What follows belongs to an exercise in optimizing a design on an open flow for small area, a short achievable clock period and few clock cycles per item; a production flow would make more cautious choices.
Only simulation tests tie the RTL to the original design; equivalence was not proved.
Power and IR drop assume default switching activity.

maple:
==> flow/design.v <==
module vpu_int_pipe #(
  parameter int LANES = 8,
  parameter int LW    = 16,
  parameter int RW    = 32
) (
  input  logic                clk,
  input  logic                rst,
  input  logic                flush,
  input  logic                in_valid,
  output logic                in_ready,
  input  logic [3:0]          op,
  input  logic [LANES*LW-1:0] vs1,
  input  logic [LANES*LW-1:0] vs2,
  input  logic [LANES-1:0]    mask,
  output logic                out_valid,
  input  logic                out_ready,
  output logic [LANES*LW-1:0] vd,
  output logic [RW-1:0]       rd
);
  localparam int SW   = $clog2(LW);
  localparam int SUMW = LW + $clog2(LANES);   
  localparam int NP   = LANES / 2;            
  localparam logic [3:0] OP_ADD  = 4'd0;
  localparam logic [3:0] OP_SUB  = 4'd1;
  localparam logic [3:0] OP_AND  = 4'd2;
  localparam logic [3:0] OP_OR   = 4'd3;
  localparam logic [3:0] OP_XOR  = 4'd4;
  localparam logic [3:0] OP_MAX  = 4'd5;
  localparam logic [3:0] OP_MIN  = 4'd6;
  localparam logic [3:0] OP_SLL  = 4'd7;
  localparam logic [3:0] OP_SRL  = 4'd8;
  localparam logic [3:0] OP_SRA  = 4'd9;
  localparam logic [3:0] OP_CGE  = 4'd10;
  localparam logic [3:0] OP_CLT  = 4'd11;
  localparam logic [3:0] OP_CEQ  = 4'd12;
  localparam logic [3:0] OP_CNE  = 4'd13;
  localparam logic [3:0] OP_RSUM = 4'd14;
  localparam logic [3:0] OP_RMAX = 4'd15;
  function automatic logic [1:0] sge_eq(input logic [LW-1:0] x, input logic [LW-1:0] y);
    logic [LW-1:0] gt, eq;
    gt = x & ~y;
    eq = ~(x ^ y);
    gt[LW-1] = ~x[LW-1] & y[LW-1];
    for (int k = 1; k < LW; k = k * 2)
      for (int i = 0; i < LW; i = i + 2 * k) begin
        gt[i] = gt[i + k] | (eq[i + k] & gt[i]);
        eq[i] = eq[i + k] & eq[i];
      end
    sge_eq = {gt[0] | eq[0], eq[0]};
  endfunction
  function automatic logic sge(input logic [LW-1:0] x, input logic [LW-1:0] y);
    logic [LW-1:0] gt, eq;
    gt = x & ~y;
    eq = ~(x ^ y);
    gt[LW-1] = ~x[LW-1] & y[LW-1];
    for (int k = 1; k < LW; k = k * 2)
      for (int i = 0; i < LW; i = i + 2 * k) begin
        gt[i] = gt[i + k] | (eq[i + k] & gt[i]);
        eq[i] = eq[i + k] & eq[i];
      end
    sge = gt[0] | eq[0];
  endfunction
  logic                s1_full, s2_free, s1_adv, accept;
  logic [3:0]          s1_op;
  logic                s1_sub;
  logic [LANES*LW-1:0] s1_a, s1_x, x_in;
  logic [LANES-1:0]    s1_mask;
  logic [LANES*LW-1:0] res_vd;
  logic [SUMW-1:0]     res_rd;      
  logic                res_rd_hi;   
  logic [SUMW-1:0]     s2_rd;
  logic                s2_rd_hi;
  assign s2_free  = !out_valid || out_ready;
  assign s1_adv   = s1_full && s2_free;
  assign in_ready = !s1_full || s2_free;
  assign accept   = in_valid && in_ready && !flush;
  always_ff @(posedge clk or negedge rst) begin
    if (!rst) begin
      s1_full   <= 1'b0;
      out_valid <= 1'b0;
    end else begin
      s1_full   <= !flush && (accept || (s1_full && !s1_adv));
      out_valid <= !flush && (s2_free ? s1_full : out_valid);
    end
  end
  always_ff @(posedge clk) begin
    if (in_ready) begin
      s1_op   <= op;
      s1_sub  <= (op == OP_SUB);
      s1_a    <= vs1;
      s1_x    <= x_in;
      s1_mask <= mask;
    end
  end
  always_ff @(posedge clk) begin
    if (s2_free) begin
      vd       <= res_vd;
      s2_rd    <= res_rd;
      s2_rd_hi <= res_rd_hi;
    end
  end
  assign rd = {{(RW-SUMW){s2_rd_hi}}, s2_rd};
  logic [LANES*LW-1:0] x_lane;
  logic [LANES*LW-1:0] x_red;
  for (genvar gi = 0; gi < LANES; gi++) begin : g_in
    logic [LW-1:0] a, b, x, y, shr, xl;
    logic [SW-1:0] sh;
    assign a  = vs1[LW*gi +: LW];
    assign b  = vs2[LW*gi +: LW];
    assign sh = b[SW-1:0];
    always_comb begin
      for (int i = 0; i < LW; i++) x[i] = (op == OP_SLL) ? a[LW-1-i] : a[i];
      y = $signed({(op == OP_SRA) & a[LW-1], x}) >>> sh;
      for (int i = 0; i < LW; i++) shr[i] = (op == OP_SLL) ? y[LW-1-i] : y[i];
    end
    always_comb begin
      case (op)
        OP_ADD:                xl = b;
        OP_SUB:                xl = ~b;
        OP_AND:                xl = a & b;
        OP_OR:                 xl = a | b;
        OP_XOR:                xl = a ^ b;
        OP_SLL, OP_SRL, OP_SRA: xl = shr;
        default:               xl = b;   
      endcase
    end
    assign x_lane[LW*gi +: LW] = xl;
  end
  logic [SUMW-1:0] t [3*LANES];
  always_comb begin
    int n, base;
    for (int i = 0; i < LANES; i++)
      t[i] = SUMW'({!(mask[i] & vs1[LW*i+LW-1]), vs1[LW*i +: LW-1] & {(LW-1){mask[i]}}});
    for (int i = LANES; i < 3 * LANES; i++) t[i] = '0;
    n = LANES;
    base = 0;
    for (int j = 0; j < LANES - 4; j++) begin
      logic [SUMW-1:0] s3, c3;
      s3 = t[base] ^ t[base + 1] ^ t[base + 2];
      c3 = ((t[base] & t[base + 1]) | (t[base] & t[base + 2]) | (t[base + 1] & t[base + 2])) << 1;
      t[base + n]     = s3;
      t[base + n + 1] = c3;
      base = base + 3;
      n = n - 1;
    end
  end
  logic [NP-1:0] pick_in, s1_pick;
  always_comb begin
    for (int k = 0; k < NP; k++)
      pick_in[k] = mask[2*k+1] &
                   (!mask[2*k] || !sge(vs1[LW*(2*k) +: LW], vs1[LW*(2*k+1) +: LW]));
  end
  always_ff @(posedge clk) if (in_ready) s1_pick <= pick_in;
  always_comb begin
    x_red = '0;
    for (int i = 0; i < 4; i++) x_red[SUMW*i +: SUMW] = t[3*(LANES-4) + i];
  end
  assign x_in = (op >= OP_RSUM) ? x_red : x_lane;
  logic s1_lane, s1_arith;
  assign s1_lane  = (s1_op <= OP_SRA);
  assign s1_arith = (s1_op <= OP_SUB);
  logic [LANES-1:0] s1_ge, s1_eq;   
  for (genvar gi = 0; gi < LANES; gi++) begin : g_lane
    logic [LW-1:0] a, x, sum, mm;
    logic [LW:0]   sum1;
    assign a    = s1_a[LW*gi +: LW];
    assign x    = s1_x[LW*gi +: LW];
    assign sum1 = {a, 1'b1} + {x, s1_sub};
    assign sum  = sum1[LW:1];
    assign {s1_ge[gi], s1_eq[gi]} = sge_eq(a, x);
    assign mm  = ((s1_op == OP_MAX) ^ s1_ge[gi]) ? x : a;
    assign res_vd[LW*gi +: LW] = !(s1_mask[gi] && s1_lane) ? a :
                                 s1_arith ? sum :
                                 (s1_op == OP_MAX || s1_op == OP_MIN) ? mm : x;
  end
  logic [SUMW-1:0] r0, r1, r2, r3, q0, q1, rsum;
  assign r0   = s1_x[0 +: SUMW];
  assign r1   = s1_x[SUMW +: SUMW];
  assign r2   = s1_x[2*SUMW +: SUMW];
  assign r3   = s1_x[3*SUMW +: SUMW];
  assign q0   = r0 ^ r1 ^ r2;
  assign q1   = ((r0 & r1) | (r0 & r2) | (r1 & r2)) << 1;
  assign rsum = (q0 ^ q1 ^ r3) + (((q0 & q1) | (q0 & r3) | (q1 & r3)) << 1);
  logic [LW-1:0] cand [NP];
  logic [NP-1:0] cv, win;
  logic [LW-1:0] rmax;
  always_comb begin
    logic cge [NP][NP];
    for (int k = 0; k < NP; k++) begin
      cand[k] = s1_pick[k] ? s1_a[LW*(2*k+1) +: LW] : s1_a[LW*(2*k) +: LW];
      cv[k]   = s1_mask[2*k] | s1_mask[2*k+1];
    end
    for (int i = 0; i < NP; i++)
      for (int j = i + 1; j < NP; j++)
        cge[i][j] = sge(cand[i], cand[j]);
    for (int i = 0; i < NP; i++) begin
      win[i] = cv[i];
      for (int j = 0; j < i; j++)      win[i] = win[i] & (!cv[j] | !cge[j][i]);
      for (int j = i + 1; j < NP; j++) win[i] = win[i] & (!cv[j] | cge[i][j]);
    end
    rmax = '0;
    for (int i = 0; i < NP; i++) rmax = rmax | (cand[i] & {LW{win[i]}});
  end
  always_comb begin
    res_rd    = '0;
    res_rd_hi = 1'b0;
    if (s1_op == OP_RSUM) begin
      res_rd    = {~rsum[SUMW-1], rsum[SUMW-2:0]};
      res_rd_hi = ~rsum[SUMW-1];
    end else if (s1_op == OP_RMAX) begin
      res_rd    = SUMW'($signed(rmax));
      res_rd_hi = rmax[LW-1];
    end else if (s1_op == OP_CGE) begin
      res_rd[LANES-1:0] = s1_ge & s1_mask;
    end else if (s1_op == OP_CLT) begin
      res_rd[LANES-1:0] = ~s1_ge & s1_mask;
    end else if (s1_op == OP_CEQ) begin
      res_rd[LANES-1:0] = s1_eq & s1_mask;
    end else if (s1_op == OP_CNE) begin
      res_rd[LANES-1:0] = ~s1_eq & s1_mask;
    end
  end
endmodule
make LEC_CHECK=0 CAP_MARGIN=20 CORE_AREA='2.3 2.72 330.7 329.2' CTS_BUF_LIST=sky130_fd_sc_hd__clkbuf_8 DIE_AREA='0 0 333.0 333.0' SETUP_SLACK_MARGIN=2.5 SLEW_MARGIN=20 TNS_END_PERCENT=5 finish   # period 6.0 ns
run.sh (not shown) runs the stock make flow with config.mk's settings and CLKGATE_MAP_FILE= SYNTH_SCRIPT=/design/flow/synth_recipe.tcl, a recipe that flattens the netlist after the stock synthesis.
Testbench counts of maple, summed over its fixed seeds: cycles 16,016, items 16,000.
## Diff of input files: cedar against maple
--- a/flow/design.v
+++ b/flow/design.v
@@ -64,8 +64,9 @@
   logic [3:0]          s1_op;
   logic                s1_sub;
   logic [LANES*LW-1:0] s1_a, s1_x, x_in;
   logic [LANES-1:0]    s1_mask;
+  logic [LANES-1:0]    s1_ge, s1_eq, ge_in, eq_in;   
   logic [LANES*LW-1:0] res_vd;
   logic [SUMW-1:0]     res_rd;      
   logic                res_rd_hi;   
   logic [SUMW-1:0]     s2_rd;
@@ -89,8 +90,10 @@
       s1_sub  <= (op == OP_SUB);
       s1_a    <= vs1;
       s1_x    <= x_in;
       s1_mask <= mask;
+      s1_ge   <= ge_in;
+      s1_eq   <= eq_in;
     end
   end
   always_ff @(posedge clk) begin
     if (s2_free) begin
@@ -107,8 +110,9 @@
     logic [SW-1:0] sh;
     assign a  = vs1[LW*gi +: LW];
     assign b  = vs2[LW*gi +: LW];
     assign sh = b[SW-1:0];
+    assign {ge_in[gi], eq_in[gi]} = sge_eq(a, b);
     always_comb begin
       for (int i = 0; i < LW; i++) x[i] = (op == OP_SLL) ? a[LW-1-i] : a[i];
       y = $signed({(op == OP_SRA) & a[LW-1], x}) >>> sh;
       for (int i = 0; i < LW; i++) shr[i] = (op == OP_SLL) ? y[LW-1-i] : y[i];
@@ -133,9 +137,9 @@
       t[i] = SUMW'({!(mask[i] & vs1[LW*i+LW-1]), vs1[LW*i +: LW-1] & {(LW-1){mask[i]}}});
     for (int i = LANES; i < 3 * LANES; i++) t[i] = '0;
     n = LANES;
     base = 0;
-    for (int j = 0; j < LANES - 4; j++) begin
+    for (int j = 0; j < LANES - 3; j++) begin
       logic [SUMW-1:0] s3, c3;
       s3 = t[base] ^ t[base + 1] ^ t[base + 2];
       c3 = ((t[base] & t[base + 1]) | (t[base] & t[base + 2]) | (t[base + 1] & t[base + 2])) << 1;
       t[base + n]     = s3;
@@ -143,52 +147,52 @@
       base = base + 3;
       n = n - 1;
     end
   end
-  logic [NP-1:0] pick_in, s1_pick;
-  always_comb begin
-    for (int k = 0; k < NP; k++)
-      pick_in[k] = mask[2*k+1] &
-                   (!mask[2*k] || !sge(vs1[LW*(2*k) +: LW], vs1[LW*(2*k+1) +: LW]));
-  end
-  always_ff @(posedge clk) if (in_ready) s1_pick <= pick_in;
+  logic [NP*LW-1:0] cand_in;
+  always_comb begin
+    for (int k = 0; k < NP; k++) begin
+      logic pick;
+      pick = mask[2*k+1] &
+             (!mask[2*k] || !sge(vs1[LW*(2*k) +: LW], vs1[LW*(2*k+1) +: LW]));
+      cand_in[LW*k +: LW] = pick ? vs1[LW*(2*k+1) +: LW] : vs1[LW*(2*k) +: LW];
+    end
+  end
   always_comb begin
     x_red = '0;
-    for (int i = 0; i < 4; i++) x_red[SUMW*i +: SUMW] = t[3*(LANES-4) + i];
+    if (op == OP_RSUM)
+      for (int i = 0; i < 3; i++) x_red[SUMW*i +: SUMW] = t[3*(LANES-3) + i];
+    else
+      x_red[NP*LW-1:0] = cand_in;
   end
   assign x_in = (op >= OP_RSUM) ? x_red : x_lane;
   logic s1_lane, s1_arith;
   assign s1_lane  = (s1_op <= OP_SRA);
   assign s1_arith = (s1_op <= OP_SUB);
-  logic [LANES-1:0] s1_ge, s1_eq;   
   for (genvar gi = 0; gi < LANES; gi++) begin : g_lane
     logic [LW-1:0] a, x, sum, mm;
     logic [LW:0]   sum1;
     assign a    = s1_a[LW*gi +: LW];
     assign x    = s1_x[LW*gi +: LW];
     assign sum1 = {a, 1'b1} + {x, s1_sub};
     assign sum  = sum1[LW:1];
-    assign {s1_ge[gi], s1_eq[gi]} = sge_eq(a, x);
     assign mm  = ((s1_op == OP_MAX) ^ s1_ge[gi]) ? x : a;
     assign res_vd[LW*gi +: LW] = !(s1_mask[gi] && s1_lane) ? a :
                                  s1_arith ? sum :
                                  (s1_op == OP_MAX || s1_op == OP_MIN) ? mm : x;
   end
-  logic [SUMW-1:0] r0, r1, r2, r3, q0, q1, rsum;
+  logic [SUMW-1:0] r0, r1, r2, rsum;
   assign r0   = s1_x[0 +: SUMW];
   assign r1   = s1_x[SUMW +: SUMW];
   assign r2   = s1_x[2*SUMW +: SUMW];
-  assign r3   = s1_x[3*SUMW +: SUMW];
-  assign q0   = r0 ^ r1 ^ r2;
-  assign q1   = ((r0 & r1) | (r0 & r2) | (r1 & r2)) << 1;
-  assign rsum = (q0 ^ q1 ^ r3) + (((q0 & q1) | (q0 & r3) | (q1 & r3)) << 1);
+  assign rsum = (r0 ^ r1 ^ r2) + (((r0 & r1) | (r0 & r2) | (r1 & r2)) << 1);
   logic [LW-1:0] cand [NP];
   logic [NP-1:0] cv, win;
   logic [LW-1:0] rmax;
   always_comb begin
     logic cge [NP][NP];
     for (int k = 0; k < NP; k++) begin
-      cand[k] = s1_pick[k] ? s1_a[LW*(2*k+1) +: LW] : s1_a[LW*(2*k) +: LW];
+      cand[k] = s1_x[LW*k +: LW];
       cv[k]   = s1_mask[2*k] | s1_mask[2*k+1];
     end
     for (int i = 0; i < NP; i++)
       for (int j = i + 1; j < NP; j++)
==> run summary <==
Changes observed in cedar relative to maple: fraction of power consumed by combinational cells shows a reduction of 2.3 points; area of combinational cells with multiple inputs went up.
cedar has more setup slack than maple.
When cedar is set beside maple, its internal power consumption turns out to be 4.3% smaller.
Relative to maple, area used by sequential logic in the layout has gone up in cedar.
Critical path's largest stage delay for cedar is higher than for maple.
Number of buffers created by CTS is higher on cedar
Testbench counts of cedar, summed over its fixed seeds: cycles 16,016, items 16,000.


RTL: the design.v shown in full above, as it stands there.
==> flow/config.mk <==
export PLATFORM = sky130hd
export DESIGN_NAME = vpu_int_pipe
export DESIGN_NICKNAME = vpu_int_pipe
export VERILOG_FILES = /design/flow/design.v
export SDC_FILE = /design/flow/constraint.sdc
export NUM_CORES = 4
export LEC_CHECK = 0
export CAP_MARGIN = 20
export CORE_AREA = 2.3 2.72 357.88 356.32
export CTS_BUF_LIST = sky130_fd_sc_hd__clkbuf_8
export DIE_AREA = 0 0 360.11 360.11
export SETUP_SLACK_MARGIN = 2.5
export SLEW_MARGIN = 20
export TNS_END_PERCENT = 5
==> flow/constraint.sdc <==
create_clock -name core_clock -period 6.0 [get_ports {clk}]
set_input_delay 1.2000 -clock core_clock [delete_from_list [all_inputs] [get_ports {clk}]]
set_output_delay 1.2000 -clock core_clock [all_outputs]
set_load 0.01 [all_outputs]
The starting point produced a clean layout.
Testbench counts at the start, summed over its fixed seeds: cycles 16,016, items 16,000.
Next try:
--- a/flow/design.v
+++ b/flow/design.v
@@ -65,6 +65,7 @@
   logic                s1_sub;
   logic [LANES*LW-1:0] s1_a, s1_x, x_in;
   logic [LANES-1:0]    s1_mask;
+  logic [LANES-1:0]    s1_ge, s1_eq, ge_in, eq_in;   
   logic [LANES*LW-1:0] res_vd;
   logic [SUMW-1:0]     res_rd;      
   logic                res_rd_hi;   
@@ -90,6 +91,8 @@
       s1_a    <= vs1;
       s1_x    <= x_in;
       s1_mask <= mask;
+      s1_ge   <= ge_in;
+      s1_eq   <= eq_in;
     end
   end
   always_ff @(posedge clk) begin
@@ -108,6 +111,7 @@
     assign a  = vs1[LW*gi +: LW];
     assign b  = vs2[LW*gi +: LW];
     assign sh = b[SW-1:0];
+    assign {ge_in[gi], eq_in[gi]} = sge_eq(a, b);
     always_comb begin
       for (int i = 0; i < LW; i++) x[i] = (op == OP_SLL) ? a[LW-1-i] : a[i];
       y = $signed({(op == OP_SRA) & a[LW-1], x}) >>> sh;
@@ -134,7 +138,7 @@
     for (int i = LANES; i < 3 * LANES; i++) t[i] = '0;
     n = LANES;
     base = 0;
-    for (int j = 0; j < LANES - 4; j++) begin
+    for (int j = 0; j < LANES - 3; j++) begin
       logic [SUMW-1:0] s3, c3;
       s3 = t[base] ^ t[base + 1] ^ t[base + 2];
       c3 = ((t[base] & t[base + 1]) | (t[base] & t[base + 2]) | (t[base + 1] & t[base + 2])) << 1;
@@ -144,22 +148,26 @@
       n = n - 1;
     end
   end
-  logic [NP-1:0] pick_in, s1_pick;
-  always_comb begin
-    for (int k = 0; k < NP; k++)
-      pick_in[k] = mask[2*k+1] &
-                   (!mask[2*k] || !sge(vs1[LW*(2*k) +: LW], vs1[LW*(2*k+1) +: LW]));
-  end
-  always_ff @(posedge clk) if (in_ready) s1_pick <= pick_in;
+  logic [NP*LW-1:0] cand_in;
+  always_comb begin
+    for (int k = 0; k < NP; k++) begin
+      logic pick;
+      pick = mask[2*k+1] &
+             (!mask[2*k] || !sge(vs1[LW*(2*k) +: LW], vs1[LW*(2*k+1) +: LW]));
+      cand_in[LW*k +: LW] = pick ? vs1[LW*(2*k+1) +: LW] : vs1[LW*(2*k) +: LW];
+    end
+  end
   always_comb begin
     x_red = '0;
-    for (int i = 0; i < 4; i++) x_red[SUMW*i +: SUMW] = t[3*(LANES-4) + i];
+    if (op == OP_RSUM)
+      for (int i = 0; i < 3; i++) x_red[SUMW*i +: SUMW] = t[3*(LANES-3) + i];
+    else
+      x_red[NP*LW-1:0] = cand_in;
   end
   assign x_in = (op >= OP_RSUM) ? x_red : x_lane;
   logic s1_lane, s1_arith;
   assign s1_lane  = (s1_op <= OP_SRA);
   assign s1_arith = (s1_op <= OP_SUB);
-  logic [LANES-1:0] s1_ge, s1_eq;   
   for (genvar gi = 0; gi < LANES; gi++) begin : g_lane
     logic [LW-1:0] a, x, sum, mm;
     logic [LW:0]   sum1;
@@ -167,27 +175,23 @@
     assign x    = s1_x[LW*gi +: LW];
     assign sum1 = {a, 1'b1} + {x, s1_sub};
     assign sum  = sum1[LW:1];
-    assign {s1_ge[gi], s1_eq[gi]} = sge_eq(a, x);
     assign mm  = ((s1_op == OP_MAX) ^ s1_ge[gi]) ? x : a;
     assign res_vd[LW*gi +: LW] = !(s1_mask[gi] && s1_lane) ? a :
                                  s1_arith ? sum :
                                  (s1_op == OP_MAX || s1_op == OP_MIN) ? mm : x;
   end
-  logic [SUMW-1:0] r0, r1, r2, r3, q0, q1, rsum;
+  logic [SUMW-1:0] r0, r1, r2, rsum;
   assign r0   = s1_x[0 +: SUMW];
   assign r1   = s1_x[SUMW +: SUMW];
   assign r2   = s1_x[2*SUMW +: SUMW];
-  assign r3   = s1_x[3*SUMW +: SUMW];
-  assign q0   = r0 ^ r1 ^ r2;
-  assign q1   = ((r0 & r1) | (r0 & r2) | (r1 & r2)) << 1;
-  assign rsum = (q0 ^ q1 ^ r3) + (((q0 & q1) | (q0 & r3) | (q1 & r3)) << 1);
+  assign rsum = (r0 ^ r1 ^ r2) + (((r0 & r1) | (r0 & r2) | (r1 & r2)) << 1);
   logic [LW-1:0] cand [NP];
   logic [NP-1:0] cv, win;
   logic [LW-1:0] rmax;
   always_comb begin
     logic cge [NP][NP];
     for (int k = 0; k < NP; k++) begin
-      cand[k] = s1_pick[k] ? s1_a[LW*(2*k+1) +: LW] : s1_a[LW*(2*k) +: LW];
+      cand[k] = s1_x[LW*k +: LW];
       cv[k]   = s1_mask[2*k] | s1_mask[2*k+1];
     end
     for (int i = 0; i < NP; i++)
First-iteration DRC count increases by 12%; final area increases by 3.6%; worst hold slack loses 14 ps; via count increases by 4.5%; clock power increases by about 3%; register-to-register slack gains 380 ps; wire length increases by 3.5%; global-route usage increases by 1.1 points.
Testbench counts after the change, summed over its fixed seeds: cycles 16,016, items 16,000.

[port drivers added, routing unchanged]
The flow's constraints put no driver on any port. The routed layouts listed below were extracted and timed again, unchanged, in two steps. Step 1 (the two cells are an assumption about what drives the block):
set clk [get_ports {clk}]
set_driving_cell -lib_cell sky130_fd_sc_hd__clkbuf_16 $clk
set_driving_cell -lib_cell sky130_fd_sc_hd__buf_2 [delete_from_list [all_inputs] $clk]
Step 2 adds t to the input delays and takes it off the output delays; t is the mean of the earliest and latest rising clock arrival at the registers after step 1. Input paths then give back, and output paths get back, about the clock's delay inside the block. Three values: ideal, step 1, step 2; two values: the first two.
| run | t, ns | setup WS [ns] | worst setup path at the end |
|---|---|---|---|
| maple | 0.816 | 1.987 / 1.987 / 1.314 | input to register |
| cedar | 0.813 | 2.176 / 2.212 / 1.399 | input to register |
| the first run of note 2 | 0.881 | 1.912 / 1.912 / 1.203 | input to register |
| the second run of note 2 | 0.873 | 2.075 / 2.118 / 1.245 | input to register |
After both steps setup and hold are still met in every run listed. The setup slack of the second run of note 2, which loses most, moves by +0.043 ns with the drivers and by -0.830 ns with both steps.
